From an optimization exercise on the open Yosys and OpenROAD flow, aimed at small area, a short achievable clock period and few clock cycles per item; shortcuts taken in it are not production practice.
The RTL was checked by simulation tests, not by an equivalence proof against the original design.
Power is estimated from default activity; no workload was simulated.

--- design.v ---
module foreign_pfx_decoder #(
  parameter int unsigned WIN_BYTES = 8,
  parameter int unsigned TBL_WORDS = 16
) (
  input  logic                   clk,
  input  logic                   rst,
  input  logic                   is64,
  input  logic                   in_valid,
  output logic                   in_ready,
  input  logic [8*WIN_BYTES-1:0] in_bytes,
  input  logic                   flush,
  input  logic                   tbl_we,
  input  logic [3:0]             tbl_waddr,
  input  logic [63:0]            tbl_wdata,
  output logic                   out_valid,
  input  logic                   out_ready,
  output logic [7:0]             out_opcode,
  output logic [1:0]             out_map,
  output logic [1:0]             out_rep,
  output logic                   out_lock,
  output logic                   out_asz,
  output logic [4:0]             out_rex,
  output logic [3:0]             out_len,
  output logic [7:0]             out_modrm,
  output logic [7:0]             out_sib,
  output logic [5:0]             out_flags,
  output logic                   out_err
);
  logic en;              
  logic v0, v1, v2, ov;
  logic accept;
  assign en        = !ov || out_ready;
  assign in_ready  = en;
  assign accept    = in_valid && en && !flush;
  assign out_valid = ov;
  always_ff @(posedge clk or posedge rst) begin
    if (rst) begin
      v0 <= 1'b0;
      v1 <= 1'b0;
      v2 <= 1'b0;
      ov <= 1'b0;
    end else if (flush) begin
      v0 <= 1'b0;
      v1 <= 1'b0;
      v2 <= 1'b0;
      ov <= 1'b0;
    end else if (en) begin
      v0 <= accept;
      v1 <= v0;
      v2 <= v1;
      ov <= v2;
    end
  end
  logic [7:0] pfx, e0, e1, ot, o0, o1, o2, o3, o;
  logic [8:0] run;
  logic [1:0] map;
  assign run[0] = 1'b1;
  for (genvar k = 0; k < 8; k++) begin : g_scan
    logic [7:0] b;
    assign b = in_bytes[8*k +: 8];
    assign pfx[k] = (b == 8'h66) || (b == 8'hF2) || (b == 8'hF3) || (b == 8'hF0) ||
                    (b == 8'h67) || (b == 8'h2E) || (b == 8'h36) || (b == 8'h3E) ||
                    (b == 8'h26) || (b == 8'h64) || (b == 8'h65) ||
                    (is64 && (b[7:4] == 4'h4));
    assign e0[k]    = b == 8'h0F;
    assign e1[k]    = (b == 8'h38) || (b == 8'h3A);
    assign ot[k]    = !pfx[k] && !e0[k];
    assign run[k+1] = run[k] && pfx[k];
    assign o0[k]    = run[k] && ot[k];
    if (k >= 1) begin : g_o1
      assign o1[k] = run[k-1] && e0[k-1] && !e1[k];
    end else begin : g_no1
      assign o1[k] = 1'b0;
    end
    if (k >= 2) begin : g_o2
      assign o2[k] = run[k-2] && e0[k-2] && e1[k-1];
      assign o3[k] = o2[k] && in_bytes[8*(k-1)+1];
    end else begin : g_no2
      assign o2[k] = 1'b0;
      assign o3[k] = 1'b0;
    end
    assign o[k] = o0[k] || o1[k] || o2[k];
  end
  assign map = {|o2, (|o1) || (|o3)};
  logic [63:0] r0_w;
  logic        r0_m64;
  logic [7:0]  r0_o, r0_pr;
  logic [1:0]  r0_map;
  always_ff @(posedge clk) begin
    if (en) begin
      r0_w   <= in_bytes;
      r0_m64 <= is64;
      r0_o   <= o;
      r0_pr  <= run[8:1];
      r0_map <= map;
    end
  end
  logic [7:0] rp1, rp2, rpv, lk, az, rxs, rsel, later, first;
  logic [7:0] bt [8];      
  logic [7:0] bt1 [8];     
  logic [7:0] bt2 [8];     
  logic [7:0] btp [4];     
  logic [7:0] lo1h [8];    
  logic [7:0] hi1h [8];    
  for (genvar k = 0; k < 8; k++) begin : g_sel
    logic [7:0] c;
    assign c = r0_w[8*k +: 8];
    assign rp1[k] = (c == 8'h66) || (c == 8'hF3);
    assign rp2[k] = (c == 8'hF2) || (c == 8'hF3);
    assign rpv[k] = rp1[k] || rp2[k];
    assign lk[k]  = c == 8'hF0;
    assign az[k]  = c == 8'h67;
    if (k >= 1) begin : g_rx
      assign first[k] = r0_pr[k-1] && !r0_pr[k];
      assign rxs[k]   = first[k] && r0_m64 && (r0_w[8*(k-1)+4 +: 4] == 4'h4);
    end else begin : g_nrx
      assign first[k] = 1'b0;
      assign rxs[k]   = 1'b0;
    end
    if (k < 7) begin : g_later
      assign later[k] = |(rsel[7:k+1]);
    end else begin : g_nlater
      assign later[k] = 1'b0;
    end
    for (genvar i = 0; i < 8; i++) begin : g_bits
      assign bt[i][k] = c[i];
      if (k + 1 < 8) begin : g_b1
        assign bt1[i][k] = r0_w[8*(k+1)+i];
      end else begin : g_nb1
        assign bt1[i][k] = 1'b0;
      end
      if (k + 2 < 8) begin : g_b2
        assign bt2[i][k] = r0_w[8*(k+2)+i];
      end else begin : g_nb2
        assign bt2[i][k] = 1'b0;
      end
      assign lo1h[i][k] = c[2:0] == 3'(i);
      assign hi1h[i][k] = c[5:3] == 3'(i);
    end
    for (genvar i = 0; i < 4; i++) begin : g_bp
      if (k >= 1) begin : g_p
        assign btp[i][k] = r0_w[8*(k-1)+i];
      end else begin : g_np
        assign btp[i][k] = 1'b0;
      end
    end
  end
  assign rsel = rpv & r0_pr;
  logic [7:0] d_opc_hi, d_opc_lo, d_modrm, d_sib;
  logic [1:0] d_opc_top, d_rep;
  logic [4:0] d_rex;
  logic [3:0] d_len;
  logic       d_lock, d_asz, d_err;
  for (genvar i = 0; i < 8; i++) begin : g_mux
    assign d_modrm[i]  = |(r0_o & bt1[i]);
    assign d_sib[i]    = |(r0_o & bt2[i]);
    assign d_opc_lo[i] = |(r0_o & lo1h[i]);
    assign d_opc_hi[i] = |(r0_o & hi1h[i]);
  end
  for (genvar i = 0; i < 4; i++) begin : g_rex
    assign d_rex[i] = |(rxs & btp[i]);
  end
  assign d_opc_top = {|(r0_o & bt[7]), |(r0_o & bt[6])};
  assign d_rex[4]  = |rxs;
  assign d_rep     = {|(rsel & ~later & rp2), |(rsel & ~later & rp1)};
  assign d_lock    = |(lk & r0_pr);
  assign d_asz     = |(az & r0_pr);
  assign d_len     = {|(r0_o & 8'h80), |(r0_o & 8'h78), |(r0_o & 8'h66), |(r0_o & 8'h55)};
  assign d_err     = !(|r0_o);
  logic [7:0] r1_opc_hi, r1_opc_lo, r1_modrm, r1_sib;
  logic [1:0] r1_opc_top, r1_map, r1_rep;
  logic [4:0] r1_rex;
  logic [3:0] r1_len;
  logic       r1_lock, r1_asz, r1_err;
  always_ff @(posedge clk) begin
    if (en) begin
      r1_opc_top <= d_opc_top;
      r1_opc_hi  <= d_opc_hi;
      r1_opc_lo  <= d_opc_lo;
      r1_modrm   <= d_modrm;
      r1_sib     <= d_sib;
      r1_map     <= r0_map;
      r1_rep     <= d_rep;
      r1_rex     <= d_rex;
      r1_len     <= d_len;
      r1_lock    <= d_lock;
      r1_asz     <= d_asz;
      r1_err     <= d_err;
    end
  end
  logic [63:0]          tbl_q [TBL_WORDS];
  logic [TBL_WORDS-1:0] tbl_v;
  for (genvar w = 0; w < TBL_WORDS; w++) begin : g_tbl
    always_ff @(posedge clk) begin
      if (tbl_we && (tbl_waddr == 4'(w))) tbl_q[w] <= tbl_wdata;
    end
  end
  always_ff @(posedge clk or posedge rst) begin
    if (rst)         tbl_v <= '0;
    else if (tbl_we) tbl_v[tbl_waddr] <= 1'b1;
  end
  logic [15:0] wbit;
  logic [5:0]  opc_mid;
  for (genvar w = 0; w < 16; w++) begin : g_col
    logic [7:0] grp;
    for (genvar h = 0; h < 8; h++) begin : g_grp
      assign grp[h] = |(tbl_q[w][8*h +: 8] & r1_opc_lo);
    end
    assign wbit[w] = |(grp & r1_opc_hi);
  end
  for (genvar i = 0; i < 3; i++) begin : g_enc
    logic [7:0] m;
    for (genvar v = 0; v < 8; v++) begin : g_m
      assign m[v] = 1'((v >> i) & 1);
    end
    assign opc_mid[i]   = |(r1_opc_lo & m);
    assign opc_mid[i+3] = |(r1_opc_hi & m);
  end
  logic [7:0]  r2_opcode, r2_modrm, r2_sib;
  logic [1:0]  r2_map, r2_rep;
  logic [4:0]  r2_rex;
  logic [3:0]  r2_len;
  logic        r2_lock, r2_asz, r2_err;
  logic [15:0] r2_wbit;
  always_ff @(posedge clk) begin
    if (en) begin
      r2_opcode <= {r1_opc_top, opc_mid};
      r2_modrm  <= r1_modrm;
      r2_sib    <= r1_sib;
      r2_map    <= r1_map;
      r2_rep    <= r1_rep;
      r2_rex    <= r1_rex;
      r2_len    <= r1_len;
      r2_lock   <= r1_lock;
      r2_asz    <= r1_asz;
      r2_err    <= r1_err;
      r2_wbit   <= wbit;
    end
  end
  logic [15:0] rowsel;
  logic        subreg, has_sib, rip_rel, no_base, no_index, trunc, modrm_in, sib_in;
  for (genvar w = 0; w < 16; w++) begin : g_row
    assign rowsel[w] = ({r2_map, r2_opcode[7:6]} == 4'(w)) && tbl_v[w];
  end
  assign subreg   = |(r2_wbit & rowsel);
  assign modrm_in = !r2_len[3];
  assign sib_in   = !(r2_len[3] || (r2_len[2] && r2_len[1] && r2_len[0]));
  assign has_sib  = (r2_modrm[7:6] != 2'b11) && (r2_modrm[2:0] == 3'b100);
  assign rip_rel  = (r2_modrm[7:6] == 2'b00) && (r2_modrm[2:0] == 3'b101);
  assign no_base  = has_sib && (r2_modrm[7:6] == 2'b00) && (r2_sib[2:0] == 3'b101);
  assign no_index = has_sib && (r2_sib[5:3] == 3'b100) && !r2_rex[1];
  assign trunc    = !modrm_in || (has_sib && !sib_in);
  always_ff @(posedge clk) begin
    if (en) begin
      out_opcode <= r2_opcode;
      out_map    <= r2_map;
      out_len    <= r2_len;
      out_modrm  <= r2_modrm;
      out_sib    <= r2_sib;
      out_err    <= r2_err;
      out_rep    <= r2_err ? 2'd0 : r2_rep;
      out_lock   <= r2_lock && !r2_err;
      out_asz    <= r2_asz && !r2_err;
      out_rex    <= r2_err ? 5'd0 : r2_rex;
      out_flags  <= r2_err ? 6'd0 : {subreg, has_sib, rip_rel, no_base, no_index, trunc};
    end
  end
endmodule
--- run.sh ---
#!/bin/bash
# synth_recipe.tcl (not shown) runs the flow's synth.tcl, then flattens the netlist and writes it again
# the make line also repeats each setting of config.mk as NAME=value (left out here)
make -C /OpenROAD-flow-scripts/flow DESIGN_CONFIG=/design/flow/config.mk WORK_HOME=/design/flow/orfs CLKGATE_MAP_FILE= SYNTH_SCRIPT=/design/flow/synth_recipe.tcl finish
--- config.mk ---
export PLATFORM = sky130hd
export DESIGN_NAME = foreign_pfx_decoder
export DESIGN_NICKNAME = foreign_pfx_decoder
export VERILOG_FILES = /design/flow/design.v
export SDC_FILE = /design/flow/constraint.sdc
export NUM_CORES = 4
export LEC_CHECK = 0
export ABC_CLOCK_PERIOD_IN_PS = 1500
export CAP_MARGIN = 20
export CORE_MARGIN = 2
export CORE_UTILIZATION = 40
export CTS_CLUSTER_DIAMETER = 80
export CTS_CLUSTER_SIZE = 24
export SETUP_SLACK_MARGIN = 2.6
export SLEW_MARGIN = 20
--- constraint.sdc ---
create_clock -name core_clock -period 5.0 [get_ports {clk}]
set_input_delay 1.0000 -clock core_clock [delete_from_list [all_inputs] [get_ports {clk}]]
set_output_delay 1.0000 -clock core_clock [all_outputs]
set_load 0.01 [all_outputs]
==> results.txt, run 1 <==
- Outcome: complete, no violations
- Hold Fails Final Rpt: 0
- Static Leak: roughly 18 nW
- # rows: roughly 130
- Die Y: 353 microns
- Grt ovf: 0
- Hold_buf cts: 0
- Synth warn: 8
- WS Path Type: register to register
- Hold Path End: out_modrm[5]
- Setup TNS: 0 ns
- Area grow syn2layout: 15.3%
- Crit. End Element: register
- GR Layer Usage met1: 0.322
- First-pass GRT wire length: between 200 and 250 mm
- Final Cycle Share: 0.502
- Final critical-path setup slack: 2.49 ns
- Clock slew at reported path FFs: roughly 0.09 ns
- Slew @ Worst Pin: between 1 and 1.5 ns
- I/O Buffers: ~190
- Top FF cell, synth: edfxtp_1
- Total track usage: 0.236
- Per-cell routed wire length: approximately 32 microns
- Clock Skews: between 0.03 and 0.04 ns
- Die area: around 0.12 sq mm
- Synthesized area: 0.0487 sq mm
- Initial core utilization: 0.402
- IO Count: between 150 and 200
- Crit Reg-Reg Startpoint: r1_opc_lo[4]
- Vias per cell: 6.36
- GRT busiest layer: met2
- Met2 GRT Util: 0.391
- Count of different cell masters after synthesis: between 70 and 80
- Max-slew violation count: 0
- CTS tree: done
- Share of post-route cells with drive strength above 1: 0.123
- Cells after synthesis: 2912
- CTS max path bufs: 3
- Total CTS buffers: slightly below 70
- DPL Wire Length: approximately 90 mm
- Minimum clock period: roughly 2.5 ns
- Post-synth EDFFs: 1259
- Async SR Flop Fraction: 0.0156
- Syn_area_per_cell: about 17 sq um
- Worst Min Path Start: r2_modrm[5]
- Worst R2R End: r2_wbit[14]
- Largest fanout on the critical path: 37
- Drt total wl: between 150 and 200 mm
- GR Util met3: 0.0420
- Fillers: ~10000
- Largest net degree at the start of global routing: ~160
- Routed vias: 30400
- Worst Hold Path Cells: 0
- Vias in the first global route: roughly 29000
- H-tree depth: 3
- Initial antenna violation count: 10
- FF+latch count, synth: 1279
- Max-cap viol count: 0
- Core area: 0.121 sq mm
- Die Span X: 353 microns
- FF-to-FF setup slack: about 2.5 ns
- Later-pin clock latency in the skew report: approximately 0.66 ns
- DRT iter0 DRCs: 4320
- CP required: between 5 and 6 ns
- PwrDens: approximately 370 mW/mm^2
- Unrepaired setup endpoints after global routing: yes
- Clock sinks: approximately 1300
- Net count, final: about 3300
- R2R cell count: 6
- Register area share after synthesis: 0.786
- DRC: 0
- Maximum vdd drop: 0.273 mV
- F_max: roughly 400 MHz
- Syn nets: 3056
- Relative slew margins: 0.187
- GPL Wtd Cong: between 0.9 and 1
- Pre-CTS setup slack: 1.36 ns
- WP data arrival: approximately 2.8 ns
- Root cell of the clock tree: clkbuf_16
- Worst Hold Class: register to register
- # setup viols final: 0
- Antenna-violating nets left: 0
- TritonRoute pass-1 iters: 9
- Startpoint Class: register
[sequential cells by signal (all words and copies together), names as in the netlist, 6 cells and up]
register	flops
out_sib	8
out_opcode	8
r2_modrm	8
r2_sib	8
r0_o	8
r1_opc_lo	8
r1_modrm	8
tbl_q	1024
r1_opc_hi	8
r2_opcode	8
r1_sib	8
r0_w	64
out_modrm	8
r0_pr	8
tbl_v	16
r2_wbit	16
out_flags	6
[stage by stage]
stage	utilization	power, mW	cells	cell area (sq um)	hold WS, ns
2_1_floorplan	-	13.4	2912	49100	0.400
3_3_place_gp	0.436	14.6	4615	53000	0.401
3_5_place_dp	0.436	14.6	4615	53000	0.405
4_1_cts	0.458	20.6	4750	55700	0.421
5_1_grt	0.463	21.1	4776	56200	0.423
6_report	0.463	20.6	4778	56200	0.423
[layout by cell type (no fill, tap or decap), drive strengths merged, types with 5 or more instances in the layout]
| cell type | n |
|---|---|
| nor4b | 12 |
| nand4b | 6 |
| edfxtp | 1259 |
| a31oi | 18 |
| clkdlybuf4s50 | 111 |
| nor3 | 44 |
| a222oi | 12 |
| nor4 | 14 |
| ha | 5 |
| nand2b | 42 |
| clkinv | 6 |
| nand2 | 73 |
| nor2b | 36 |
| clkdlybuf4s15 | 13 |
| a22oi | 636 |
| clkbuf | 81 |
| o32ai | 6 |
| dlygate4sd2 | 37 |
| o211ai | 15 |
| a21o | 9 |
| a21oi | 9 |
| dfrtp | 20 |
| nor2 | 79 |
| inv | 34 |
| a31o | 6 |
| buf | 154 |
| and3 | 8 |
| o2111ai | 5 |
| nor3b | 18 |
| o22ai | 23 |
| a32oi | 9 |
| or4 | 19 |
| dlymetal6s2s | 8 |
| nand3b | 5 |
| o21ai | 14 |
| nand4 | 169 |
| nand3 | 66 |
[per-layer routing]
layer	vias up	part of all wire
met3	251	0.097
met1	15700	0.39
li1	12600	-
met2	1818	0.48
met4	8	0.032
met5	-	0.00036
[worst max-delay path, stage by stage, from the launching register on]
cell and delay, ns:
edfxtp_1 0.48, buf_4 0.19, buf_12 0.16, a22oi_1 0.24, nand4_1 0.40, a22oi_1 0.28, nand4_1 0.31
[repair_timing]
item                       in CTS  in global routing
cloned                          5                  5
setup endpoints to repair    1000                240
pin swaps                      41                 45
resized for setup             184                 92
setup buffers                  38                 20
[cell type report]
| class | instances | area [sq um] | share of cell area |
|---|---|---|---|
| well taps | 1625 | 2030 | 0.0362 |
| inverters | 27 | 121 | 0.00216 |
| flip-flops and latches | 1279 | 38300 | 0.681 |
| diodes | 3 | 7.51 | 0.000134 |
| multi-input cells | 1421 | 10400 | 0.185 |
| repair buffers | 331 | 3360 | 0.0598 |
| clock inverters | 18 | 210 | 0.00374 |
| clock buffers | 74 | 1790 | 0.0318 |
[where the power goes]
group          switching [mW]  internal, mW
combinational            1.40         0.649
sequential              0.279          12.2
clock                    3.38          2.68
total                    5.06          15.5
[kinds of logic after synthesis]
| group | share of synthesized area |
|---|---|
| DFF | 0.786 |
| AOI/OAI and AO/OA | 0.124 |
| and+or+nand+nor | 0.0716 |
| buffers and inverters | 0.0163 |
| adders and majority gates | 0.00128 |
| muxes | 0.000616 |
| xor gates and xnor gates | 0.000359 |
[worst max-delay path by stage]
stage	startpoint	to	slack, ns
CTS	out_ready	in_ready	2.22
finish	r1_opc_lo[4]	r2_wbit[14]	2.49
global route	r1_opc_lo[4]	r2_wbit[14]	2.49
floorplan	tbl_waddr[1]	tbl_q[0][0]	1.65
global placement	tbl_waddr[0]	tbl_q[15][9]	1.40
detailed placement	tbl_waddr[0]	tbl_q[15][15]	1.36
[cells in the mapped netlist, types with 13 or more instances]
master	count	share of area
a22oi_1	636	0.098
a31oi_1	18	0.0023
clkbuf_1	176	0.014
dfrtp_1	20	0.010
edfxtp_1	1259	0.78
inv_1	27	0.0021
nand2_1	72	0.0055
nand2b_1	42	0.0054
nand3_1	65	0.0067
nand4_1	169	0.022
nor2_1	79	0.0061
nor2b_1	36	0.0046
nor3_1	42	0.0043
nor3b_1	18	0.0028
nor4_1	13	0.0017
o211ai_1	14	0.0022
o21ai_0	13	0.0013
o22ai_1	23	0.0030
or4_1	19	0.0029
Testbench counts, summed over its fixed seeds: cycles 16,032, items 16,000.
==> run 2, diff against run 1 <==
--- a/design.v
+++ b/design.v
@@ -28,27 +28,31 @@
 );
   logic en;              
   logic v0, v1, v2, ov;
+  logic nov;             
   logic accept;
   assign en        = !ov || out_ready;
-  assign in_ready  = en;
+  assign in_ready  = nov || out_ready;
   assign accept    = in_valid && en && !flush;
   assign out_valid = ov;
   always_ff @(posedge clk or posedge rst) begin
     if (rst) begin
-      v0 <= 1'b0;
-      v1 <= 1'b0;
-      v2 <= 1'b0;
-      ov <= 1'b0;
+      v0  <= 1'b0;
+      v1  <= 1'b0;
+      v2  <= 1'b0;
+      ov  <= 1'b0;
+      nov <= 1'b1;
     end else if (flush) begin
-      v0 <= 1'b0;
-      v1 <= 1'b0;
-      v2 <= 1'b0;
-      ov <= 1'b0;
+      v0  <= 1'b0;
+      v1  <= 1'b0;
+      v2  <= 1'b0;
+      ov  <= 1'b0;
+      nov <= 1'b1;
     end else if (en) begin
-      v0 <= accept;
-      v1 <= v0;
-      v2 <= v1;
-      ov <= v2;
+      v0  <= accept;
+      v1  <= v0;
+      v2  <= v1;
+      ov  <= v2;
+      nov <= !v2;
     end
   end
   logic [7:0] pfx, e0, e1, ot, o0, o1, o2, o3, o;
--- a/config.mk
+++ b/config.mk
@@ -11,5 +11,6 @@
 export CORE_UTILIZATION = 40
 export CTS_CLUSTER_DIAMETER = 80
 export CTS_CLUSTER_SIZE = 24
+export PLACE_DENSITY = 0.75
 export SETUP_SLACK_MARGIN = 2.6
 export SLEW_MARGIN = 20
==> results.txt, run 2 <==
- Count of different cell masters after synthesis: 69 (-5.5%)
- Initial antenna violation count: 25 (+15)
- # setup viols final: 0 (unchanged)
- Register area share after synthesis: 0.785 (about the same)
- Slowest library cell on the worst path: a22oi_1
- Commonest non-fill, non-tap cell in the layout: edfxtp_1
- Core area: 0.121 sq mm (unchanged)
- Hold_buf cts: 0 (unchanged)
- Final Cycle Share: 0.505 (+0.00274)
- H-tree depth: 2 (-1)
- Share of post-route cells with drive strength above 1: 0.104 (-0.0197)
- Later-pin clock latency in the skew report: 0.72 ns (+0.06 ns)
- Total track usage: 0.223 (-0.0138)
- Share of the synthesized area in the top cell type: 0.774 (-0.00111)
- Die Y: 353 microns (about the same)
- IO Count: 187 (unchanged)
- Vias in the first global route: 29100 (+2.0%)
- Relative slew margins: 0.161 (-0.0257)
- Max reg flops: 1024 (unchanged)
- # rows: 128 (unchanged)
- Total CTS buffers: 61 (-10%)
- Final core utilization: 0.459 (-0.00399)
- Unrepaired setup endpoints after global routing: yes
- Worst path bufs/invs: 1 (-1)
- Area grow syn2layout: 14.2%
- Cells after synthesis: 2925 (+0.45%)
- Critical Path Start: r1_opc_lo[3]
- Routed vias: 31100 (+2.5%)
- Post-synth top cells: edfxtp_1 (1259), a22oi_1 (643), clkbuf_1 (181), nand4_1 (174), nor2_1 (82)
- Net count, final: 3270 (-0.061%)
- Syn_area_per_cell: 16.7 sq um (-0.30%)
- Grt ovf: 0 (unchanged)
- Per-cell routed wire length: 30.3 microns (-6.0%)
- Clock slew at reported path FFs: 0.10 ns (about the same)
- FF+latch count, synth: 1280 (+0.078%)
- Worst Hold Class: register to register
- Worst Min Path Start: r1_rex[0]
- FF-to-FF setup slack: 2.48 ns (about the same)
- DRT iter0 DRCs: 5759 (+33%)
- Initial core utilization: 0.402 (+0.000577)
- Most frequent cells in the layout: edfxtp_1 (1259), a22oi_1 (628), nand4_1 (174)
- Crit path max-delay family: compound AO/OA/AOI/OAI gates
- Cell taking the most area after synthesis: edfxtp_1
- CTS max path bufs: 3 (unchanged)
- Maximum vdd drop: 0.329 mV (+21%)
- R2R cell count: 5 (-1)
- Async SR Flop Fraction: 0.0164 (+0.000769)
- Largest registers: tbl_q x1024, r0_w x64
- I/O Buffers: 186 (unchanged)
- Setup TNS: 0 ns (unchanged)
- PwrDens: 357 mW/mm^2 (-2.4%)
- Post-synth EDFFs: 1259 (unchanged)
- Max-slew violation count: 0 (unchanged)
- Top cells by area, synth: edfxtp_1 (77%), a22oi_1 (9.9%), nand4_1 (2.2%)
- Top FF cell, synth: edfxtp_1
- Syn nets: 3069 (+0.43%)
- Outcome: complete, no violations
- Clock Skews: 0.0596 ns (+0.0282 ns)
- Die Span X: 353 microns (about the same)
- Top reg by flops: tbl_q
- Hold Path End: r2_rex[0]
- Synthesized area: 0.0488 sq mm (+0.14%)
- F_max: 396 MHz (-0.54%)
- Slowest Stage Delay on Critical Path: 0.57 ns (+0.09 ns)
- Largest net degree at the start of global routing: 131 (-18%)
- DPL Wire Length: 85.3 mm (-2.8%)
- Fillers: 10200 (-2.3%)
- WP data arrival: 2.90 ns (+0.08 ns)
- Root cell of the clock tree: clkbuf_16
- WS Path Type: register to register
- Static Leak: 17.5 nW (-0.91%)
- Max-cap viol count: 0 (unchanged)
- Count leader, synth: edfxtp_1
- CP Cell Sequence: buf_12 > a22oi_1 > nand4_1 > a22oi_1 > nand4_1
- Slew @ Worst Pin: 1.26 ns (+0.0423 ns)
- Hold Fails Final Rpt: 0 (unchanged)
- CTS tree: done
- CP required: 5.37 ns (+0.06 ns)
- Worst Hold Path Cells: 0 (unchanged)
- Vias per cell: 6.52 (+2.5%)
- Antenna-violating nets left: 0 (unchanged)
- Synth warn: 8 (unchanged)
- Clock sinks: 1280 (+0.078%)
- TritonRoute pass-1 iters: 9 (unchanged)
- Minimum clock period: 2.52 ns (+0.0137 ns)
- Crit Reg-Reg Startpoint: r1_opc_lo[3]
- Worst R2R End: r2_wbit[12]
- First-pass GRT wire length: 206 mm (-3.5%)
- Drt total wl: 145 mm (-6.0%)
- DRC: 0 (unchanged)
- Largest fanout on the critical path: 130 (+250%)
- Crit. End Element: register
- GPL Wtd Cong: 0.968 (+1.6%)
- Die area: 0.125 sq mm (+0.14%)
- Startpoint Class: register
## run 2: cell count changes after synthesis, moves of 13 or more
cell	previous run	this run
a32oi_1	9	22
nand2b_1	42	21
o22ai_1	23	10
a31oi_1	18	34
nand3_1	65	50
nor2b_1	36	50
## run 2: layout make-up
cell class	instances	area, sq um	area share
antenna	9	22.5	0.000404
clock inverter	9	186	0.00334
sequential	1280	38300	0.688
multi-input combinational	1421	10200	0.183
tap	1625	2030	0.0365
timing repair buffer	327	3230	0.0579
clock buffer	70	1560	0.0280
inverter	35	151	0.00272
## run 2: cell families (layout without fill, tap and decap cells)
group	Yosys count	in the layout	share of synthesized area
xor gates and xnor gates	3	3	0.000538
adders and majority gates	5	5	0.00128
muxes	3	3	0.000615
buffers and inverters	226	441	0.0174
other	0	9	0
DFF	1280	1280	0.785
and+or+nand+nor	589	591	0.0691
AOI/OAI and AO/OA	819	819	0.126
## run 2: stage by stage
step / worst slack (ns) / area [sq um] / cells / power (mW) / hold WS, ns
floorplan: 1.64 / 49200 / 2925 / 13.4 / 0.400
global placement: 1.34 / 53100 / 4623 / 14.5 / 0.402
detailed placement: 1.29 / 53100 / 4623 / 14.5 / 0.405
CTS: 2.40 / 55400 / 4745 / 19.8 / 0.426
global route: 2.55 / 55700 / 4773 / 20.4 / 0.432
finish: 2.48 / 55700 / 4776 / 19.9 / 0.424
## run 2: report_power, final
group / internal (mW) / switching (mW) / total [mW]
Combinational: 0.612 / 1.31 / 1.92
Clock: 2.31 / 3.20 / 5.51
Sequential: 12.2 / 0.278 / 12.5
Total: 15.1 / 4.79 / 19.9
## run 2: worst max path at each step
stage	cells after the start	end
after floorplan	4	tbl_q[0][0]
after CTS	3	in_ready
after global placement	8	r0_o[6]
final	5	r2_wbit[12]
after detailed placement	8	r0_o[6]
after global routing	2	in_ready
## run 2: worst reg2reg max path, cell delays in order, from the launching register on
cell and delay [ns]:
edfxtp_1 0.42, buf_12 0.25, a22oi_1 0.56, nand4_1 0.19, a22oi_1 0.57, nand4_1 0.24
## run 2: what timing repair did
item	4_1_cts	5_1_grt
gates cloned	2	2
gates resized for setup	163	63
pin swaps	18	16
setup endpoints to repair	1081	696
setup buffers	41	20
## run 2: per-layer routing
| metal | wire [microns] | vias up | part of all wire | global-route usage |
|---|---|---|---|---|
| li1 | - | 12600 | - | - |
| met1 | 52100 | 15500 | 0.36 | 0.303 |
| met2 | 66600 | 2630 | 0.46 | 0.351 |
| met3 | 19900 | 404 | 0.14 | 0.0526 |
| met4 | 6210 | 28 | 0.043 | 0.0810 |
| met5 | 173 | - | 0.0012 | 0 |
Testbench counts of run 2, summed over its fixed seeds: cycles 16,032, items 16,000.
==> run 3, diff against run 2 <==
--- a/config.mk
+++ b/config.mk
@@ -8,9 +8,9 @@
 export ABC_CLOCK_PERIOD_IN_PS = 1500
 export CAP_MARGIN = 20
 export CORE_MARGIN = 2
-export CORE_UTILIZATION = 40
+export CORE_UTILIZATION = 50
 export CTS_CLUSTER_DIAMETER = 80
 export CTS_CLUSTER_SIZE = 24
-export PLACE_DENSITY = 0.75
-export SETUP_SLACK_MARGIN = 2.6
+export PLACE_DENSITY = 0.7
+export SETUP_SLACK_MARGIN = 2.65
 export SLEW_MARGIN = 20
==> results.txt, run 3 <==
- I/O Buffers: 186 (unchanged)
- Worst Hold Path Cells: 0 (unchanged)
- Commonest non-fill, non-tap cell in the layout: edfxtp_1
- # rows: 114 (-11%)
- DPL Wire Length: 83.5 mm (-2.1%)
- Root cell of the clock tree: clkbuf_16
- GRT busiest layer: met2
- Combinational fraction of design power: 0.106 (+0.009)
- IO Count: 187 (unchanged)
- Fillers: 7085 (-30%)
- Top FF cell, synth: edfxtp_1
- Multi-input logic area: 0.0105 sq mm (+2.6%)
- CTS max path bufs: 3 (unchanged)
- Post-synth top cells: edfxtp_1 (1259), a22oi_1 (643), clkbuf_1 (181), nand4_1 (174), nor2_1 (82)
- Relative slew margins: 0.204 (+0.0427)
- Slowest library cell on the worst path: nand4_1
- Largest net degree at the start of global routing: 114 (-13%)
- Max-slew violation count: 0 (unchanged)
- Slew @ Worst Pin: 1.19 ns (-0.0678 ns)
- Most frequent cells in the layout: edfxtp_1 (1259), a22oi_1 (586), nand4_1 (174)
- Clock sinks: 1280 (unchanged)
- Die area: 0.100 sq mm (-20%)
- P_sw: 4.89 mW (+2.2%)
- H-tree depth: 2 (unchanged)
- First-pass GRT wire length: 213 mm (+3.4%)
- Total track usage: 0.297 (+0.0744)
- Setup TNS: 0 ns (unchanged)
- Slowest Stage Delay on Critical Path: 0.49 ns (-0.08 ns)
- Top reg by flops: tbl_q
- Outcome: complete, no violations
- CP Cell Sequence: buf_8 > buf_16 > a22oi_2 > nand4_1 > a22oi_1 > nand4_1
- PwrDens: 360 mW/mm^2 (+0.81%)
- Core area: 0.0967 sq mm (-20%)
- Antenna-violating nets left: 0 (unchanged)
- Static Leak: 17.6 nW (+0.36%)
- Vias per cell: 7.08 (+8.5%)
- Per-cell routed wire length: 34.6 microns (+14%)
- Count leader, synth: edfxtp_1
- Met2 GRT Util: 0.453 (+0.102)
- Routed vias: 31300 (+0.53%)
- TritonRoute pass-1 iters: 9 (unchanged)
- Post-synth EDFFs: 1259 (unchanged)
- R2R cell count: 6 (+1)
- Register area share after synthesis: 0.785 (unchanged)
- GR Layer Usage met1: 0.415 (+0.112)
- Syn_area_per_cell: 16.7 sq um (unchanged)
- Cells after synthesis: 2925 (unchanged)
- Syn nets: 3069 (unchanged)
- Critical path depth: 6 (+1)
- Top cells by area, synth: edfxtp_1 (77%), a22oi_1 (9.9%), nand4_1 (2.2%)
- Vias in the first global route: 29600 (+1.4%)
- # setup viols final: 0 (unchanged)
- Drt total wl: 153 mm (+5.6%)
- Worst path bufs/invs: 2 (+1)
- Design Power: 20.1 mW (+0.86%)
- Later-pin clock latency in the skew report: 0.70 ns (-0.02 ns)
- Hold Fails Final Rpt: 0 (unchanged)
- Final Cycle Share: 0.497 (-0.00812)
- Clock slew at reported path FFs: 0.09 ns (about the same)
- Crit. End Element: register
- Synth warn: 8 (unchanged)
- WP data arrival: 2.85 ns (-0.05 ns)
- Crit path max-delay family: simple AND/OR/NAND/NOR gates
- Share of post-route cells with drive strength above 1: 0.132 (+0.0278)
- DRT iter0 DRCs: 5704 (-0.96%)
- F_max: 403 MHz (+1.6%)
- Sequential power share: 0.620 (-0.007)
- Initial core utilization: 0.505 (+0.103)
- Die Y: 316 microns (-10%)
- WS Path Type: register to register
- FF/Latch Area: 0.0383 sq mm (unchanged)
- Unrepaired setup endpoints after global routing: yes
- Largest fanout on the critical path: 7 (-95%)
- Async SR Flop Fraction: 0.0164 (unchanged)
- Max-cap viol count: 0 (unchanged)
- Worst Hold Class: register to register
- GPL Wtd Cong: 0.961 (-0.71%)
- Grt ovf: 0 (unchanged)
- Startpoint Class: register
- Minimum clock period: 2.48 ns (-0.0406 ns)
- Largest registers: tbl_q x1024, r0_w x64
- Net count, final: 3273 (+0.092%)
- CTS tree: done
- Die Span X: 316 microns (-10%)
- Share of the synthesized area in the top cell type: 0.774 (unchanged)
- Most frequent CP cell: nand4_1
- Hold_buf cts: 0 (unchanged)
- CP required: 5.37 ns (about the same)
- Clock Skews: 0.0328 ns (-0.0268 ns)
- Sw Share: 0.244 (+0.00330)
- Max reg flops: 1024 (unchanged)
- Total CTS buffers: 60 (-1.6%)
- Area grow syn2layout: 14.2% (about the same)
- Cell taking the most area after synthesis: edfxtp_1
- Clk network pwr share: 0.273 (-0.004)
- Internal Pwr Total: 15.2 mW (+0.42%)
- Count of different cell masters after synthesis: 69 (unchanged)
- Initial antenna violation count: 6 (-76%)
- DRC: 0 (unchanged)
- GR Util met3: 0.0738 (+0.0212)
- Synthesized area: 0.0488 sq mm (unchanged)
- Maximum vdd drop: 0.282 mV (-15%)
- FF+latch count, synth: 1280 (unchanged)
-- run 3: power by group through the flow --
stage               Combinational [mW]  Sequential (mW)  Clock (mW)
global placement                  1.79             12.7           0
finish                            2.13             12.5        5.49
CTS                               2.00             12.4        5.50
global route                      2.19             12.5        5.86
floorplan                        0.849             12.6           0
detailed placement                1.81             12.7           0
-- run 3: logic make-up after synthesis --
| group | Yosys count | share of synthesized area |
|---|---|---|
| adder cells (fa/ha/maj) | 5 | 0.00128 |
| XOR/XNOR | 3 | 0.000538 |
| flip-flops | 1280 | 0.785 |
| buffers and inverters | 226 | 0.0174 |
| multiplexers | 3 | 0.000615 |
| AND/OR/NAND/NOR | 589 | 0.0691 |
| AO/OA/AOI/OAI | 819 | 0.126 |
-- run 3: final timing paths --
kind / start / end / slack [ns]
worst min register to register: r1_rex[3] / r2_rex[3] / 0.41
worst max register to register: r1_opc_lo[1] / r2_wbit[4] / 2.52
worst min-delay path: r1_rex[3] / r2_rex[3] / 0.41
max in group asynchronous: rst / tbl_v[15] / 3.73
min in group asynchronous: rst / v1 / 0.75
worst max-delay path: r1_opc_lo[1] / r2_wbit[4] / 2.52
-- run 3: stage by stage --
stage	worst slack, ns	area (sq um)	hold WS, ns	utilization	instances
2_1_floorplan	1.64	49200	0.400	-	2925
6_report	2.52	55800	0.414	0.577	4423
4_1_cts	2.47	55200	0.423	0.571	4390
3_5_place_dp	1.10	52400	0.405	0.542	4251
3_3_place_gp	1.25	52400	0.401	0.542	4251
5_1_grt	2.54	55800	0.433	0.577	4422
-- run 3: worst register-to-register path, stage by stage, from the launching register on --
cell	delay, ns
edfxtp_1	0.46
buf_8	0.20
buf_16	0.17
a22oi_2	0.21
nand4_1	0.50
a22oi_1	0.37
nand4_1	0.26
-- run 3: repair_timing --
action | 4_1_cts | 5_1_grt
hold endpoints to repair | 0 | 0
buffers inserted | 44 | 26
pin swaps | 33 | 62
gates cloned | 16 | 6
resized for setup | 281 | 110
setup endpoints to repair | 1169 | 100
-- run 3: cell type report --
type / instances / share of cell area
clock inverter: 8 / 0.00287
clock buffer: 71 / 0.0277
multi-input combinational: 1421 / 0.188
tap: 1276 / 0.0286
inverter: 35 / 0.00271
sequential: 1280 / 0.687
antenna: 1 / 0.0000449
timing repair buffer: 331 / 0.0625
-- run 3: per-layer routing --
| layer | wire, microns | up-vias |
|---|---|---|
| met5 | 23 | - |
| met3 | 20900 | 362 |
| met2 | 69800 | 2631 |
| li1 | - | 12600 |
| met4 | 6460 | 4 |
| met1 | 55800 | 15700 |
==> run 4, diff against run 3 <==
--- a/config.mk
+++ b/config.mk
@@ -12,5 +12,5 @@
 export CTS_CLUSTER_DIAMETER = 80
 export CTS_CLUSTER_SIZE = 24
 export PLACE_DENSITY = 0.7
-export SETUP_SLACK_MARGIN = 2.65
+export SETUP_SLACK_MARGIN = 2.7
 export SLEW_MARGIN = 20
==> results.txt, run 4 <==
- Worst Hold Class: register to register
- Total track usage: 0.311 (+0.0143)
- Hold Fails Final Rpt: 0 (unchanged)
- I/O Buffers: 186 (unchanged)
- Top FF cell, synth: edfxtp_1
- First-pass GRT wire length: 221 mm (+3.8%)
- Post-synthesis mux area share: 0.000615 (unchanged)
- Share of post-route cells with drive strength above 1: 0.163 (+0.0309)
- Worst Min Path Start: r1_rex[3]
- Slew @ Worst Pin: 1.24 ns (+0.0470 ns)
- DPL Wire Length: 83.5 mm (unchanged)
- Total CTS buffers: 60 (unchanged)
- FF-to-FF setup slack: 2.43 ns (-0.09 ns)
- Compound-gate portion of the synthesized area: 0.126 (unchanged)
- # setup viols final: 0 (unchanged)
- Net count, final: 3320 (+1.4%)
- Largest net degree at the start of global routing: 114 (unchanged)
- Die area: 0.100 sq mm (unchanged)
- Syn nets: 3069 (unchanged)
- Slowest library cell on the worst path: nand4_1
- Simple-gate share of the synthesized area: 0.0691 (unchanged)
- Max-cap viol count: 0 (unchanged)
- Worst Hold Path Cells: 0 (unchanged)
- Count of different cell masters after synthesis: 69 (unchanged)
- Max reg flops: 1024 (unchanged)
- Minimum clock period: 2.57 ns (+0.0857 ns)
- Clock sinks: 1280 (unchanged)
- Drt total wl: 161 mm (+5.2%)
- Largest family of logic cells by synthesized area: compound AO/OA/AOI/OAI gates
- Count leader, synth: edfxtp_1
- WP data arrival: 2.92 ns (+0.07 ns)
- Vias per cell: 7.17 (+1.2%)
- Area grow syn2layout: 16.6%
- Routed vias: 32100 (+2.4%)
- Post-synth top cells: edfxtp_1 (1259), a22oi_1 (643), clkbuf_1 (181), nand4_1 (174), nor2_1 (82)
- Initial core utilization: 0.505 (unchanged)
- Crit Reg-Reg Startpoint: r1_opc_lo[5]
- Relative slew margins: 0.172 (-0.0314)
- CP Cell Sequence: buf_6 > buf_12 > buf_12 > a22oi_2 > nand4_1 > a22oi_1 > nand4_1
- CTS tree: done
- Fillers: 6946 (-2.0%)
- GPL Wtd Cong: 0.961 (unchanged)
- Slowest Stage Delay on Critical Path: 0.50 ns (about the same)
- WS Path Type: register to register
- CP required: 5.35 ns (-0.02 ns)
- Most frequent cells in the layout: edfxtp_1 (1259), a22oi_1 (543), nand4_1 (174)
- Startpoint Class: register
- # rows: 114 (unchanged)
- Synthesized area: 0.0488 sq mm (unchanged)
- Later-pin clock latency in the skew report: 0.71 ns (about the same)
- Crit. End Element: register
- Initial antenna violation count: 7 (+1)
- Maximum vdd drop: 0.285 mV (+1.3%)
- Unrepaired setup endpoints after global routing: yes
- Static Leak: 18.0 nW (+2.7%)
- Cells after synthesis: 2925 (unchanged)
- Hold_buf cts: 0 (unchanged)
- Register area share after synthesis: 0.785 (unchanged)
- F_max: 389 MHz (-3.3%)
- Placed inst area: 0.0524 sq mm (unchanged)
- IO Count: 187 (unchanged)
- Die Y: 316 microns (unchanged)
- Post-synth EDFFs: 1259 (unchanged)
- Core area: 0.0967 sq mm (unchanged)
- Per-cell routed wire length: 36.0 microns (+4.1%)
- DRC: 0 (unchanged)
- H-tree depth: 2 (unchanged)
- Fin area: 0.0569 sq mm (+2.1%)
- Worst R2R End: r2_wbit[4]
- Clock slew at reported path FFs: 0.10 ns (about the same)
- Hold Path End: r2_rex[3]
- Commonest non-fill, non-tap cell in the layout: edfxtp_1
- Adder and majority gate portion of the synthesized area: 0.00128 (unchanged)
- Share of the synthesized area in the top cell type: 0.774 (unchanged)
- Async SR Flop Fraction: 0.0164 (unchanged)
- Setup TNS: 0 ns (unchanged)
- Grt ovf: 0 (unchanged)
- FF+latch count, synth: 1280 (unchanged)
- Syn_area_per_cell: 16.7 sq um (unchanged)
- Outcome: complete, no violations
- Root cell of the clock tree: clkbuf_16
- Xor/xnor share of the synthesized area: 0.000538 (unchanged)
- TritonRoute pass-1 iters: 8 (-1)
- CTS max path bufs: 3 (unchanged)
- PwrDens: 357 mW/mm^2 (-0.76%)
- Clock Skews: 0.0338 ns (+0.00104 ns)
- Vias in the first global route: 29900 (+1.3%)
- Largest registers: tbl_q x1024, r0_w x64
- DRT iter0 DRCs: 5766 (+1.1%)
- Final Cycle Share: 0.514 (+0.0171)
- Die Span X: 316 microns (unchanged)
- Synth warn: 8 (unchanged)
- Top reg by flops: tbl_q
- R2R cell count: 7 (+1)
- Cell taking the most area after synthesis: edfxtp_1
- Antenna-violating nets left: 0 (unchanged)
- Largest fanout on the critical path: 6 (-1)
- Max-slew violation count: 0 (unchanged)
- Top cells by area, synth: edfxtp_1 (77%), a22oi_1 (9.9%), nand4_1 (2.2%)
## run 4: cell counts after synthesis
Identical to the previous run, type by type.
## run 4: area by class of cell
| cell class | instances | area [sq um] | share of cell area |
|---|---|---|---|
| Antenna cell | 4 | 10.0 | 0.000176 |
| Clock buffer | 71 | 1540 | 0.0271 |
| Clock inverter | 8 | 160 | 0.00281 |
| Inverter | 35 | 151 | 0.00266 |
| Multi-Input combinational cell | 1421 | 10800 | 0.189 |
| Sequential cell | 1280 | 38300 | 0.673 |
| Tap cell | 1276 | 1600 | 0.0280 |
| Timing Repair Buffer | 378 | 4380 | 0.0769 |
## run 4: worst max path at each step
stage / startpoint / to / slack [ns] / cells after the start
finish: r1_opc_lo[5] / r2_wbit[4] / 2.43 / 7
global route: r1_opc_lo[5] / r2_wbit[4] / 2.46 / 7
CTS: out_ready / in_ready / 2.47 / 3
detailed placement: tbl_waddr[3] / tbl_q[8][10] / 1.10 / 4
global placement: tbl_waddr[2] / tbl_q[7][14] / 1.25 / 4
floorplan: tbl_waddr[1] / tbl_q[0][0] / 1.64 / 4
## run 4: what timing repair did
action / in CTS / in global routing
pin swaps: 79 / 99
setup buffers: 55 / 40
gates resized for setup: 430 / 114
setup endpoints to repair: 1232 / 248
gates cloned: 37 / 7
## run 4: metrics by stage
step	instances	hold WS, ns	util	total power [mW]	setup slack [ns]
2_1_floorplan	2925	0.400	-	13.4	1.64
3_3_place_gp	4251	0.401	0.542	14.5	1.25
3_5_place_dp	4251	0.405	0.542	14.5	1.10
4_1_cts	4422	0.423	0.580	20.1	2.47
5_1_grt	4469	0.433	0.589	20.8	2.46
6_report	4473	0.419	0.589	20.3	2.43
## run 4: cells by family (layout without fill, tap and decap cells)
kind of cell | count (synthesis) | after routing
buf+inv | 226 | 492
compound gates | 819 | 819
simple gates | 589 | 591
mux | 3 | 3
flops | 1280 | 1280
xor+xnor | 3 | 3
fa+ha+maj | 5 | 5
other cells | 0 | 4
## run 4: routing by layer
metal  wire length [microns]  global-route usage  share of wire
met5                      94                   0        0.00058
met2                   72300               0.471           0.45
met3                   24000              0.0913           0.15
met4                    8380               0.135          0.052
met1                   56200               0.423           0.35
## run 4: where the power goes
part	internal (mW)	leakage, nW	switching, mW
sequential	12.2	12.1	0.258
combinational	0.791	5.12	1.59
clock	2.31	0.824	3.19
total	15.3	18.0	5.04
## run 4: critical path, delay by kind of cell, from the launching register on
kind	cells	cell delay, ns
DFF	1	0.44
buffers and inverters	3	0.45
AOI/OAI and AO/OA	2	0.54
and+or+nand+nor	2	0.78
==> run 5, diff against run 4 <==
--- a/config.mk
+++ b/config.mk
@@ -8,9 +8,9 @@
 export ABC_CLOCK_PERIOD_IN_PS = 1500
 export CAP_MARGIN = 20
 export CORE_MARGIN = 2
-export CORE_UTILIZATION = 50
+export CORE_UTILIZATION = 45
 export CTS_CLUSTER_DIAMETER = 80
 export CTS_CLUSTER_SIZE = 24
-export PLACE_DENSITY = 0.7
-export SETUP_SLACK_MARGIN = 2.7
+export PLACE_DENSITY = 0.65
+export SETUP_SLACK_MARGIN = 2.65
 export SLEW_MARGIN = 20
==> results.txt, run 5 <==
- Area grow syn2layout: 14.3%
- First-pass GRT wire length: 213 mm (-3.7%)
- Slew @ Worst Pin: 1.25 ns (+0.00995 ns)
- Die Span X: 333 microns (+5.3%)
- Largest net degree at the start of global routing: 96 (-16%)
- Post-synth EDFFs: 1259 (unchanged)
- Count leader, synth: edfxtp_1
- Antenna-violating nets left: 0 (unchanged)
- WP data arrival: 1.45 ns (-1.47 ns)
- DPL Wire Length: 88.2 mm (+5.6%)
- Max-slew violation count: 0 (unchanged)
- Total CTS buffers: 61 (+1.7%)
- Clock slew at reported path FFs: 0.09 ns (about the same)
- GPL Wtd Cong: 0.983 (+2.3%)
- Clk network pwr share: 0.275 (+0.005)
- Largest registers: tbl_q x1024, r0_w x64
- Internal Pwr Total: 15.1 mW (-1.0%)
- Initial antenna violation count: 4 (-3)
- H-tree depth: 2 (unchanged)
- Crit. End Element: output pin
- Fin area: 0.0558 sq mm (-2.0%)
- CTS max path bufs: 3 (unchanged)
- P_sw: 4.90 mW (-2.7%)
- Clock sinks: 1280 (unchanged)
- Commonest non-fill, non-tap cell in the layout: edfxtp_1
- Syn_area_per_cell: 16.7 sq um (unchanged)
- TritonRoute pass-1 iters: 8 (unchanged)
- Sequential power share: 0.621 (+0.009)
- Cells after synthesis: 2925 (unchanged)
- Outcome: complete, no violations
- Synthesized area: 0.0488 sq mm (unchanged)
- Max-cap viol count: 0 (unchanged)
- I/O Buffers: 186 (unchanged)
- Total track usage: 0.266 (-0.0457)
- DRC: 0 (unchanged)
- Minimum clock period: 2.45 ns (-0.122 ns)
- Core area: 0.107 sq mm (+11%)
- Share of post-route cells with drive strength above 1: 0.133 (-0.0300)
- Synth warn: 8 (unchanged)
- Setup TNS: 0 ns (unchanged)
- Fillers: 8408 (+21%)
- WS Path Type: register to output pin
- Post-synth top cells: edfxtp_1 (1259), a22oi_1 (643), clkbuf_1 (181), nand4_1 (174), nor2_1 (82)
- Startpoint Class: register
- Register area share after synthesis: 0.785 (unchanged)
- Drt total wl: 152 mm (-5.5%)
- Routed vias: 30800 (-3.8%)
- Later-pin clock latency in the skew report: 0.73 ns (+0.02 ns)
- Unrepaired setup endpoints after global routing: yes
- CTS tree: done
- Net count, final: 3274 (-1.4%)
- Final core utilization: 0.520 (-0.0689)
- Placed inst area: 0.0527 sq mm (+0.47%)
- Hold_buf cts: 0 (unchanged)
- Top cells by area, synth: edfxtp_1 (77%), a22oi_1 (9.9%), nand4_1 (2.2%)
- Vias in the first global route: 28900 (-3.4%)
- Hold Fails Final Rpt: 0 (unchanged)
- Vias per cell: 6.78 (-5.4%)
- Root cell of the clock tree: clkbuf_16
- Async SR Flop Fraction: 0.0164 (unchanged)
- Sw Share: 0.245 (-0.00319)
- F_max: 409 MHz (+5.0%)
- Count of different cell masters after synthesis: 69 (unchanged)
- Ant. Diodes: 0 (-4)
- Grt ovf: 0 (unchanged)
- Per-cell routed wire length: 33.5 microns (-7.0%)
- IO Count: 187 (unchanged)
- Clock Skews: 0.0523 ns (+0.0185 ns)
- Static Leak: 17.6 nW (-2.5%)
- Worst Hold Class: register to register
- Top reg by flops: tbl_q
- Maximum vdd drop: 0.301 mV (+5.7%)
- Initial core utilization: 0.455 (-0.0501)
- Combinational fraction of design power: 0.103 (-0.014)
- CP required: 4.00 ns (-1.35 ns)
- PwrDens: 359 mW/mm^2 (+0.57%)
- Relative slew margins: 0.168 (-0.00405)
- Die Y: 333 microns (+5.3%)
- Most frequent cells in the layout: edfxtp_1 (1259), a22oi_1 (588), nand4_1 (174)
- Largest fanout on the critical path: 2 (-4)
- Share of the synthesized area in the top cell type: 0.774 (unchanged)
- # rows: 120 (+5.3%)
- DRT iter0 DRCs: 5361 (-7.0%)
- Top FF cell, synth: edfxtp_1
- Final Cycle Share: 0.490 (-0.0244)
- Syn nets: 3069 (unchanged)
- FF+latch count, synth: 1280 (unchanged)
- Max reg flops: 1024 (unchanged)
- Die area: 0.111 sq mm (+11%)
- Cell taking the most area after synthesis: edfxtp_1
- # setup viols final: 0 (unchanged)
==> run 5: repair_timing <==
| item | in CTS | in global routing |
|---|---|---|
| buffers inserted | 41 | 26 |
| gates resized for setup | 344 | 96 |
| cloned | 13 | 2 |
| endpoints found under the setup margin | 1110 | 234 |
| pin swaps | 39 | 59 |
==> run 5: power groups by stage <==
stage / Clock, mW / Sequential (mW) / Combinational [mW]
2_1_floorplan: 0 / 12.6 / 0.849
3_3_place_gp: 0 / 12.7 / 1.80
3_5_place_dp: 0 / 12.7 / 1.83
4_1_cts: 5.60 / 12.5 / 1.98
5_1_grt: 5.93 / 12.5 / 2.14
6_report: 5.52 / 12.5 / 2.07
==> run 5: area by class of cell <==
cell class              instances  area, sq um  area share
flip-flops and latches       1280        38300       0.687
clock buffers                  71         1590      0.0284
repair buffers                331         3380      0.0605
clock inverters                 8          128     0.00229
multi-input cells            1421        10500       0.188
well taps                    1403         1760      0.0315
inverters                      35          151     0.00271
==> run 5: layer usage <==
metal,up-vias,routed length (microns),global-route usage
li1,12600,-,-
met1,15700,58000,0.374
met2,2281,71100,0.418
met3,255,17600,0.0519
met4,6,5410,0.0866
met5,-,41,0.00217
==> run 5: path summary, 6_finish.rpt <==
check | start | endpoint | slack, ns | depth (start not counted)
worst min-delay path | r1_err | r2_err | 0.39 | 0
worst min register to register | r1_err | r2_err | 0.39 | 0
worst max register to register | r1_opc_lo[0] | r2_wbit[7] | 2.59 | 7
min in group asynchronous | rst | ov | 0.72 | 2
max in group asynchronous | rst | tbl_v[5] | 3.76 | 2
worst max-delay path | nov | in_ready | 2.55 | 2
==> run 5: cell families (layout without fill, tap and decap cells) <==
kind of cell | after synthesis | count (layout) | share of synthesized area
adder cells (fa/ha/maj) | 5 | 5 | 0.00128
AO/OA/AOI/OAI | 819 | 819 | 0.126
AND/OR/NAND/NOR | 589 | 591 | 0.0691
multiplexers | 3 | 3 | 0.000615
flip-flops | 1280 | 1280 | 0.785
XOR/XNOR | 3 | 3 | 0.000538
buffers and inverters | 226 | 445 | 0.0174
==> run 5: stage by stage <==
stage	hold slack [ns]	instances	worst slack (ns)	total power [mW]
after floorplan	0.400	2925	1.64	13.4
after global placement	0.401	4387	1.33	14.5
after detailed placement	0.405	4388	1.26	14.6
after CTS	0.394	4521	2.39	20.0
after global routing	0.418	4549	2.51	20.6
final	0.389	4549	2.55	20.0
==> run 5: critical path: stages (launching register included) <==
cell and delay (ns):
dfstp_2 0.55, or2_4 0.11, buf_6 0.09
==> run 6, diff against run 5 <==
--- a/config.mk
+++ b/config.mk
@@ -8,9 +8,9 @@
 export ABC_CLOCK_PERIOD_IN_PS = 1500
 export CAP_MARGIN = 20
 export CORE_MARGIN = 2
-export CORE_UTILIZATION = 45
+export CORE_UTILIZATION = 40
 export CTS_CLUSTER_DIAMETER = 80
 export CTS_CLUSTER_SIZE = 24
-export PLACE_DENSITY = 0.65
+export PLACE_DENSITY = 0.6
 export SETUP_SLACK_MARGIN = 2.65
 export SLEW_MARGIN = 20
==> results.txt, run 6 <==
- I/O Buffers: 186 (unchanged)
- Synth warn: 8 (unchanged)
- WS Path Type: input pin to output pin
- Max reg flops: 1024 (unchanged)
- Top reg by flops: tbl_q
- Share of the synthesized area in the top cell type: 0.774 (unchanged)
- Later-pin clock latency in the skew report: 0.75 ns (+0.02 ns)
- First-pass GRT wire length: 209 mm (-1.6%)
- Syn nets: 3069 (unchanged)
- Clock slew at reported path FFs: 0.08 ns (about the same)
- Register area share after synthesis: 0.785 (unchanged)
- Cells after synthesis: 2925 (unchanged)
- Final core utilization: 0.465 (-0.0544)
- WP data arrival: 1.47 ns (+0.02 ns)
- Max-cap viol count: 0 (unchanged)
- # rows: 128 (+6.7%)
- Maximum vdd drop: 0.339 mV (+12%)
- Hold Fails Final Rpt: 0 (unchanged)
- Vias per cell: 6.34 (-6.5%)
- Antenna-violating nets left: 0 (unchanged)
- Post-synth EDFFs: 1259 (unchanged)
- R2R cell count: 7 (unchanged)
- Fillers: 10400 (+24%)
- Most frequent cells in the layout: edfxtp_1 (1259), a22oi_1 (567), nand4_1 (174)
- Final Cycle Share: 0.493 (+0.00350)
- Slowest library cell on the worst path: or2_4
- Slowest Stage Delay on Critical Path: 0.24 ns (-0.31 ns)
- Hold slack: 0.423 ns (+0.0343 ns)
- Cell taking the most area after synthesis: edfxtp_1
- Initial core utilization: 0.402 (-0.0526)
- Clock Skews: 0.0501 ns (-0.00215 ns)
- Largest registers: tbl_q x1024, r0_w x64
- CP Cell Sequence: buf_2 > or2_4 > buf_6
- Max-slew violation count: 0 (unchanged)
- DPL Wire Length: 87.9 mm (-0.38%)
- Unrepaired setup endpoints after global routing: yes
- Top cells by area, synth: edfxtp_1 (77%), a22oi_1 (9.9%), nand4_1 (2.2%)
- Core area: 0.121 sq mm (+13%)
- Commonest non-fill, non-tap cell in the layout: edfxtp_1
- CTS tree: done
- Share of post-route cells with drive strength above 1: 0.145 (+0.0126)
- Per-cell routed wire length: 31.2 microns (-6.7%)
- TritonRoute pass-1 iters: 9 (+1)
- Setup TNS: 0 ns (unchanged)
- Crit. End Element: output pin
- DRC: 0 (unchanged)
- Count of different cell masters after synthesis: 69 (unchanged)
- F_max: 406 MHz (-0.71%)
- Post-synth top cells: edfxtp_1 (1259), a22oi_1 (643), clkbuf_1 (181), nand4_1 (174), nor2_1 (82)
- Startpoint Class: input pin
- FF+latch count, synth: 1280 (unchanged)
- Die area: 0.125 sq mm (+12%)
- H-tree depth: 2 (unchanged)
- Largest net degree at the start of global routing: 81 (-16%)
- CTS max path bufs: 3 (unchanged)
- Root cell of the clock tree: clkbuf_16
- Relative slew margins: 0.230 (+0.0620)
- Count leader, synth: edfxtp_1
- Largest fanout on the critical path: 2 (unchanged)
- GPL Wtd Cong: 0.939 (-4.4%)
- Slew @ Worst Pin: 1.15 ns (-0.0966 ns)
- CP required: 4.00 ns (about the same)
- Area grow syn2layout: 15.7%
- IO Count: 187 (unchanged)
- # setup viols final: 0 (unchanged)
- Async SR Flop Fraction: 0.0164 (unchanged)
- Initial antenna violation count: 3 (-1)
- Synthesized area: 0.0488 sq mm (unchanged)
- Die Y: 353 microns (+6.0%)
- Clock sinks: 1280 (unchanged)
- Top FF cell, synth: edfxtp_1
- PwrDens: 356 mW/mm^2 (-0.79%)
- Outcome: complete, no violations
- Grt ovf: 0 (unchanged)
- Net count, final: 3313 (+1.2%)
- Total track usage: 0.229 (-0.0366)
- Syn_area_per_cell: 16.7 sq um (unchanged)
- DRT iter0 DRCs: 4913 (-8.4%)
- Worst Hold Path Cells: 0 (unchanged)
- Drt total wl: 150 mm (-1.2%)
- Worst Hold Class: register to register
- Total CTS buffers: 61 (unchanged)
- Routed vias: 30500 (-1.0%)
- Minimum clock period: 2.47 ns (+0.0175 ns)
- Hold_buf cts: 0 (unchanged)
- Vias in the first global route: 28200 (-2.3%)
- Design Power: 20.1 mW (+0.45%)
- Die Span X: 353 microns (+6.0%)
- Static Leak: 17.7 nW (+0.87%)
## run 6: cell types whose count changed in the layout (fill, tap and decap cells not counted), moves of 4 or more
cell | before | now
bufbuf_16 | 7 | 3
buf_12 | 22 | 30
clkdlybuf4s50_1 | 97 | 109
buf_8 | 5 | 10
buf_6 | 17 | 23
a22oi_1 | 588 | 567
buf_4 | 86 | 111
buf_16 | 8 | 4
clkbuf_2 | 16 | 4
a22oi_2 | 55 | 76
## run 6: layout make-up
cell class	count	area, sq um	area share
Sequential cell	1280	38300	0.678
Clock buffer	72	1570	0.0277
Antenna cell	2	5.00	0.0000886
Multi-Input combinational cell	1421	10500	0.186
Clock inverter	12	179	0.00317
Tap cell	1625	2030	0.0360
Inverter	35	151	0.00268
Timing Repair Buffer	370	3720	0.0658
## run 6: worst max-delay path: cells and delay by family
| family | cells | cell delay (ns) |
|---|---|---|
| buf+inv | 2 | 0.23 |
| simple gates | 1 | 0.24 |
## run 6: cell families after synthesis
family / Yosys count / share of synthesized area
compound gates: 819 / 0.126
xor+xnor: 3 / 0.000538
fa+ha+maj: 5 / 0.00128
buf+inv: 226 / 0.0174
flops: 1280 / 0.785
mux: 3 / 0.000615
simple gates: 589 / 0.0691
## run 6: timing repair
action                     in CTS  in global routing
gates cloned                    7                  7
buffers inserted               52                 39
resized for setup             342                114
setup endpoints to repair    1040                230
pin swaps                      53                 65
## run 6: layer usage
metal  vias to the layer above  wire length (microns)  global-route usage
li1                      12700                      -                   -
met1                     15700                  60900               0.335
met2                      1916                  69400               0.354
met3                       258                  15300              0.0382
met4                         4                   4790              0.0650
met5                         -                     33                   0
## run 6: worst paths after layout
path                               from            end  slack (ns)
max                           out_ready       in_ready        2.53
min                        r2_opcode[2]  out_opcode[2]        0.42
max reg2reg                r1_opc_lo[1]     r2_wbit[9]        2.57
min reg2reg                r2_opcode[2]  out_opcode[2]        0.42
max in group asynchronous           rst       tbl_v[7]        3.69
min in group asynchronous           rst             ov        0.77
## run 6: per-stage QoR
stage	cell area (sq um)	cells	worst slack (ns)
floorplan	49200	2925	1.64
global placement	53100	4626	1.28
detailed placement	53100	4626	1.28
CTS	55700	4769	2.51
global route	56500	4815	2.51
finish	56500	4817	2.53
## run 6: where the power goes
part | switching [mW] | internal, mW
Sequential | 0.239 | 12.2
Clock | 3.27 | 2.31
Combinational | 1.43 | 0.691
Total | 4.94 | 15.2
==> run 7, diff against run 6 <==
--- a/design.v
+++ b/design.v
@@ -55,9 +55,8 @@
       nov <= !v2;
     end
   end
-  logic [7:0] pfx, e0, e1, ot, o0, o1, o2, o3, o;
+  logic [7:0] pfx, e0, e1, ot, o0, o1, o2, o;
   logic [8:0] run;
-  logic [1:0] map;
   assign run[0] = 1'b1;
   for (genvar k = 0; k < 8; k++) begin : g_scan
     logic [7:0] b;
@@ -78,28 +77,23 @@
     end
     if (k >= 2) begin : g_o2
       assign o2[k] = run[k-2] && e0[k-2] && e1[k-1];
-      assign o3[k] = o2[k] && in_bytes[8*(k-1)+1];
     end else begin : g_no2
       assign o2[k] = 1'b0;
-      assign o3[k] = 1'b0;
     end
     assign o[k] = o0[k] || o1[k] || o2[k];
   end
-  assign map = {|o2, (|o1) || (|o3)};
   logic [63:0] r0_w;
   logic        r0_m64;
   logic [7:0]  r0_o, r0_pr;
-  logic [1:0]  r0_map;
   always_ff @(posedge clk) begin
     if (en) begin
       r0_w   <= in_bytes;
       r0_m64 <= is64;
       r0_o   <= o;
       r0_pr  <= run[8:1];
-      r0_map <= map;
-    end
-  end
-  logic [7:0] rp1, rp2, rpv, lk, az, rxs, rsel, later, first;
+    end
+  end
+  logic [7:0] rp1, rp2, rpv, lk, az, rxs, rsel, later, first, esc1, esc2, esc3;
   logic [7:0] bt [8];      
   logic [7:0] bt1 [8];     
   logic [7:0] bt2 [8];     
@@ -114,11 +108,23 @@
     assign rpv[k] = rp1[k] || rp2[k];
     assign lk[k]  = c == 8'hF0;
     assign az[k]  = c == 8'h67;
+    if (k >= 1) begin : g_e1
+      assign esc1[k] = r0_o[k] && first[k-1];
+    end else begin : g_ne1
+      assign esc1[k] = 1'b0;
+    end
+    if (k >= 2) begin : g_e2
+      assign esc2[k] = r0_o[k] && first[k-2];
+      assign esc3[k] = esc2[k] && r0_w[8*(k-1)+1];
+    end else begin : g_ne2
+      assign esc2[k] = 1'b0;
+      assign esc3[k] = 1'b0;
+    end
     if (k >= 1) begin : g_rx
       assign first[k] = r0_pr[k-1] && !r0_pr[k];
       assign rxs[k]   = first[k] && r0_m64 && (r0_w[8*(k-1)+4 +: 4] == 4'h4);
     end else begin : g_nrx
-      assign first[k] = 1'b0;
+      assign first[k] = !r0_pr[0];
       assign rxs[k]   = 1'b0;
     end
     if (k < 7) begin : g_later
@@ -183,7 +189,7 @@
       r1_opc_lo  <= d_opc_lo;
       r1_modrm   <= d_modrm;
       r1_sib     <= d_sib;
-      r1_map     <= r0_map;
+      r1_map     <= {|esc2, (|esc1) || (|esc3)};
       r1_rep     <= d_rep;
       r1_rex     <= d_rex;
       r1_len     <= d_len;
--- a/config.mk
+++ b/config.mk
@@ -11,6 +11,6 @@
 export CORE_UTILIZATION = 40
 export CTS_CLUSTER_DIAMETER = 80
 export CTS_CLUSTER_SIZE = 24
-export PLACE_DENSITY = 0.6
-export SETUP_SLACK_MARGIN = 2.65
+export PLACE_DENSITY = 0.75
+export SETUP_SLACK_MARGIN = 2.6
 export SLEW_MARGIN = 20
==> results.txt, run 7 <==
- Outcome: complete, no violations
- Top FF cell, synth: edfxtp_1
- Later-pin clock latency in the skew report: 0.72 ns (-0.03 ns)
- Critical Path End: r2_wbit[4]
- Net count, final: 3294 (-0.57%)
- # setup viols final: 0 (unchanged)
- Grt ovf: 0 (unchanged)
- Critical Path Start: r1_opc_lo[5]
- Fin area: 0.0565 sq mm (about the same)
- GPL Wtd Cong: 0.960 (+2.2%)
- CTS max path bufs: 3 (unchanged)
- Pre-CTS setup slack: 1.30 ns (+0.0265 ns)
- Share of post-route cells with drive strength above 1: 0.124 (-0.0207)
- Synthesized area: 0.0488 sq mm (about the same)
- Top cells by area, synth: edfxtp_1 (77%), a22oi_1 (9.9%), nand4_1 (2.3%)
- FF+latch count, synth: 1278 (-0.16%)
- WS Path Type: register to register
- Async SR Flop Fraction: 0.0164 (+0.0000257)
- Root cell of the clock tree: clkbuf_16
- DRC: 0 (unchanged)
- # rows: 128 (unchanged)
- First-pass GRT wire length: 207 mm (-1.1%)
- Cells after synthesis: 2928 (+0.10%)
- Initial core utilization: 0.402 (about the same)
- PwrDens: 355 mW/mm^2 (-0.54%)
- Startpoint Class: register
- Cell taking the most area after synthesis: edfxtp_1
- # placed instances: 4627 (+0.022%)
- H-tree depth: 2 (unchanged)
- Internal Pwr Total: 15.2 mW (-0.12%)
- Sw Share: 0.242 (-0.00323)
- Final Cycle Share: 0.532 (+0.0394)
- Clock sinks: 1278 (-0.16%)
- Largest registers: tbl_q x1024, r0_w x64
- Max-cap viol count: 0 (unchanged)
- Vias per cell: 6.51 (+2.8%)
- Clock slew at reported path FFs: 0.09 ns (about the same)
- Design Power: 20.0 mW (-0.55%)
- Crit. End Element: register
- Total CTS buffers: 61 (unchanged)
- Worst Hold Class: register to register
- Setup TNS: 0 ns (unchanged)
- Syn_area_per_cell: 16.7 sq um (about the same)
- Relative slew margins: 0.202 (-0.0285)
- Unrepaired setup endpoints after global routing: yes
- CTS tree: done
- Max-slew violation count: 0 (unchanged)
- Worst Min Path Start: r2_sib[7]
- Combinational fraction of design power: 0.106 (about the same)
==> run 7: worst min path at each step <==
stage / endpoint / depth (start not counted)
6_report: out_sib[7] / 0
4_1_cts: out_sib[7] / 0
3_5_place_dp: out_modrm[3] / 0
3_3_place_gp: r2_err / 0
2_1_floorplan: out_modrm[3] / 0
5_1_grt: out_sib[6] / 0
==> run 7: area by class of cell <==
type | count | area (sq um) | share of cell area
Multi-Input combinational cell | 1430 | 10500 | 0.186
Clock inverter | 7 | 138 | 0.00244
Inverter | 32 | 140 | 0.00248
Clock buffer | 72 | 1590 | 0.0281
Timing Repair Buffer | 347 | 3790 | 0.0671
Tap cell | 1625 | 2030 | 0.0360
Antenna cell | 1 | 2.50 | 0.0000443
Sequential cell | 1278 | 38300 | 0.677
==> run 7: logic make-up (layout without fill, tap and decap cells) <==
logic type | after synthesis | in the layout | share of synthesized area
fa+ha+maj | 5 | 5 | 0.00128
simple gates | 604 | 607 | 0.0712
flops | 1278 | 1278 | 0.784
other cells | 0 | 1 | 0
mux | 3 | 3 | 0.000615
xor+xnor | 2 | 2 | 0.000359
compound gates | 813 | 813 | 0.125
buf+inv | 223 | 458 | 0.0171
==> run 7: critical path: stages, from the launching register on <==
cell and delay [ns]:
edfxtp_1 0.46, buf_6 0.17, buf_6 0.12, buf_6 0.13
a22oi_2 0.18, nand4_1 0.22, a22oi_2 0.53, nand4_1 0.46
==> run 7: layer usage <==
layer | global-route usage | vias to the layer above | wire length, microns
met5 | 0 | - | 92
met4 | 0.102 | 14 | 7770
met3 | 0.0568 | 455 | 19200
met2 | 0.359 | 2605 | 68700
met1 | 0.291 | 15500 | 51300
li1 | - | 12600 | -
==> run 7: repair_timing <==
item / in CTS / in global routing
buffers inserted: 54 / 16
setup endpoints to repair: 1107 / 279
gates resized for setup: 203 / 121
pin swaps: 37 / 68
endpoints found under the hold margin: 0 / 0
gates cloned: 12 / 3
==> run 7: power groups by stage <==
| stage | Combinational (mW) | Clock [mW] | Sequential [mW] |
|---|---|---|---|
| after floorplan | 0.851 | 0 | 12.5 |
| after global placement | 1.77 | 0 | 12.7 |
| after detailed placement | 1.79 | 0 | 12.7 |
| after CTS | 1.97 | 5.49 | 12.4 |
| after global routing | 2.18 | 5.84 | 12.5 |
| final | 2.12 | 5.47 | 12.4 |
==> run 7: stage by stage <==
stage                     utilization  hold slack (ns)
after floorplan                     -            0.400
after global placement          0.437            0.401
after detailed placement        0.437            0.405
after CTS                       0.460            0.398
after global routing            0.465            0.404
final                           0.465            0.393
Testbench counts of run 7, summed over its fixed seeds: cycles 16,032, items 16,000.

Setup slack of run 7, layout unchanged: 2.338 ns with ideal ports, 2.338 ns with driving cells assumed (clock clkbuf_16, inputs buf_2), 1.854 ns with port delays also shifted by the 0.760 ns mid clock arrival.
